This design comes from an exercise in tuning for small area on the open sky130 flow, not from production work. Function was checked by simulation only, so behaviour that the tests miss may differ from the original. No activity file was given, so power comes from the tool's default toggle rates.

Design bconv_layer_streamer, start of the top module:
module bconv_layer_streamer #(
   parameter int DIM    = 26,
   parameter int BYTE_W = 8
) (
   input  logic                      clk,
   input  logic                      rst_n,
   input  logic                      start_i,
   input  logic [DIM*DIM-1:0]        layer_i,
   output logic [BYTE_W-1:0]         m_data_o,
   output logic                      m_valid_o,
   output logic                      m_last_o,
   input  logic                      m_ready_i,
   output logic                      busy_o,
   output logic                      done_o,
   output logic [1:0]                dbg_state_o
);
Size: roughly 1400 cells after synthesis, about 690 flip-flops, about 21000 um^2 of cells after synthesis.
Settings: LEC_CHECK=0, CAP_MARGIN=20, CELL_PAD_IN_SITES_DETAIL_PLACEMENT=1, CELL_PAD_IN_SITES_GLOBAL_PLACEMENT=1, CORE_MARGIN=2, CORE_UTILIZATION=40, SLEW_MARGIN=20, SYNTH_HIERARCHICAL=1; clock period 6.0 ns.
standard.sh (not shown) runs the stock make flow with config.mk's settings and CLKGATE_MAP_FILE= SYNTH_SCRIPT=/design/flow/synth_recipe.tcl, a recipe that flattens the netlist after the stock synthesis.
==> flow/flow/run.sh <==
#!/bin/bash
# Standard ORFS layout, with three changes:
#  * port buffers are the smallest buffer (buf_1) instead of the one
#    buffer_ports picks by default;
#  * clock tree built from clkbuf_8 with larger sink clusters and no dummy
#    loads;
#  * a max-fanout limit before floorplan, so high-fanout nets get buffered.
set -euo pipefail
cd "$(dirname "$0")/.."
export BUFFER_PORTS_ARGS="-buffer_cell sky130_fd_sc_hd__buf_1"
export CTS_ARGS="-sink_clustering_enable -repair_clock_nets -dont_use_dummy_load -buf_list {sky130_fd_sc_hd__clkbuf_8} -sink_clustering_size 20 -sink_clustering_max_diameter 60"
export PRE_FLOORPLAN_TCL="$PWD/flow/pre_floorplan.tcl"
bash standard.sh > standard_flow.log 2>&1
==> flow/flow/pre_floorplan.tcl <==
# Limit fanout so that repair_design splits the snapshot's three
# 676-load control nets into smaller buffered nets that route cleanly.
set_max_fanout 48 [current_design]
The first run finished clean.
Change:
==> flow/flow/pre_floorplan.tcl (replaced) <==
# Limit fanout so that repair_design splits the snapshot's three
# 676-load control nets into smaller buffered nets that route cleanly.
set_max_fanout 32 [current_design]
- CELL_PAD_IN_SITES_DETAIL_PLACEMENT: 1 -> not set
- CELL_PAD_IN_SITES_GLOBAL_PLACEMENT: 1 -> not set
=> Die area does not change. Setup slack gets worse by 0.030 ns. Clock skew went down by 0.018 ns. First-iteration DRC count went down by 4.5%. Cell count hardly moves. Flip-flop and latch count is unchanged. Combinational power barely changes. Synthesized area stays the same.
Change:
--- a/flow/flow/run.sh
+++ b/flow/flow/run.sh
@@ -10,3 +10,3 @@
 export BUFFER_PORTS_ARGS="-buffer_cell sky130_fd_sc_hd__buf_1"
-export CTS_ARGS="-sink_clustering_enable -repair_clock_nets -dont_use_dummy_load -buf_list {sky130_fd_sc_hd__clkbuf_8} -sink_clustering_size 20 -sink_clustering_max_diameter 60"
+export CTS_ARGS="-sink_clustering_enable -repair_clock_nets -dont_use_dummy_load -buf_list {sky130_fd_sc_hd__clkbuf_8} -sink_clustering_size 16 -sink_clustering_max_diameter 60"
 export PRE_FLOORPLAN_TCL="$PWD/flow/pre_floorplan.tcl"
==> flow/flow/pre_floorplan.tcl (replaced) <==
# Limit fanout so that repair_design splits the snapshot's three
# 676-load control nets into smaller buffered nets that route cleanly.
set_max_fanout 48 [current_design]
- CELL_PAD_IN_SITES_DETAIL_PLACEMENT: not set -> 1
- CELL_PAD_IN_SITES_GLOBAL_PLACEMENT: not set -> 1
What happened:
- wire length went up by roughly a tenth
- sequential share of layout area stays flat
- flip-flop and latch count does not change
- worst setup slack is better by 0.038 ns
- design area stays flat
- critical path depth went down by 4
Change:
--- a/flow/flow/run.sh
+++ b/flow/flow/run.sh
@@ -10,3 +10,3 @@
 export BUFFER_PORTS_ARGS="-buffer_cell sky130_fd_sc_hd__buf_1"
-export CTS_ARGS="-sink_clustering_enable -repair_clock_nets -dont_use_dummy_load -buf_list {sky130_fd_sc_hd__clkbuf_8} -sink_clustering_size 16 -sink_clustering_max_diameter 60"
+export CTS_ARGS="-sink_clustering_enable -repair_clock_nets -dont_use_dummy_load -buf_list {sky130_fd_sc_hd__clkbuf_8} -sink_clustering_size 20 -sink_clustering_max_diameter 60"
 export PRE_FLOORPLAN_TCL="$PWD/flow/pre_floorplan.tcl"
==> flow/flow/pre_floorplan.tcl (replaced) <==
# Limit fanout so that repair_design splits the snapshot's three
# 676-load control nets into smaller buffered nets that route cleanly.
set_max_fanout 32 [current_design]
The new run went through all stages and came out clean.
Cell area is higher by about 0.5%.
Utilization is higher by 0.24 points.
Global-route usage is higher by 0.10 points.
Via count is higher by 0.41%.
Wire length is higher by 0.67%.
Synthesized area is unchanged.

afterwards: timing with drivers on the ports:
In the flow no input, the clock included, has a driving cell. The finished layouts below were timed again as built, in two steps. Step 1 sets driving cells, clkbuf_16 on the clock port and buf_2 on the other inputs (assumed; they add their load-dependent delay and slew). Step 2, shift: input delay + t, output delay - t, t = (earliest + latest rising clock arrival at the registers) / 2. This alone moves slack from input paths to output paths. Slacks: ideal / step 1 / step 2; pairs: ideal / step 1.
run | shift t [ns] | slack for setup (ns) | pins driven straight from the clock port
the first run | 0.699 | 2.682 / 2.666 / 2.655 | 1
the second run | 0.677 | 2.652 / 2.601 / 2.563 | 1
the third run | 0.703 | 2.690 / 2.631 / 2.658 | 1
the fourth run | 0.696 | 2.689 / 2.633 / 2.525 | 1
After both steps every run listed still meets setup and hold. For the fourth run, which loses most, drivers alone change the setup slack by -0.056 ns; drivers and shift together by -0.164 ns.
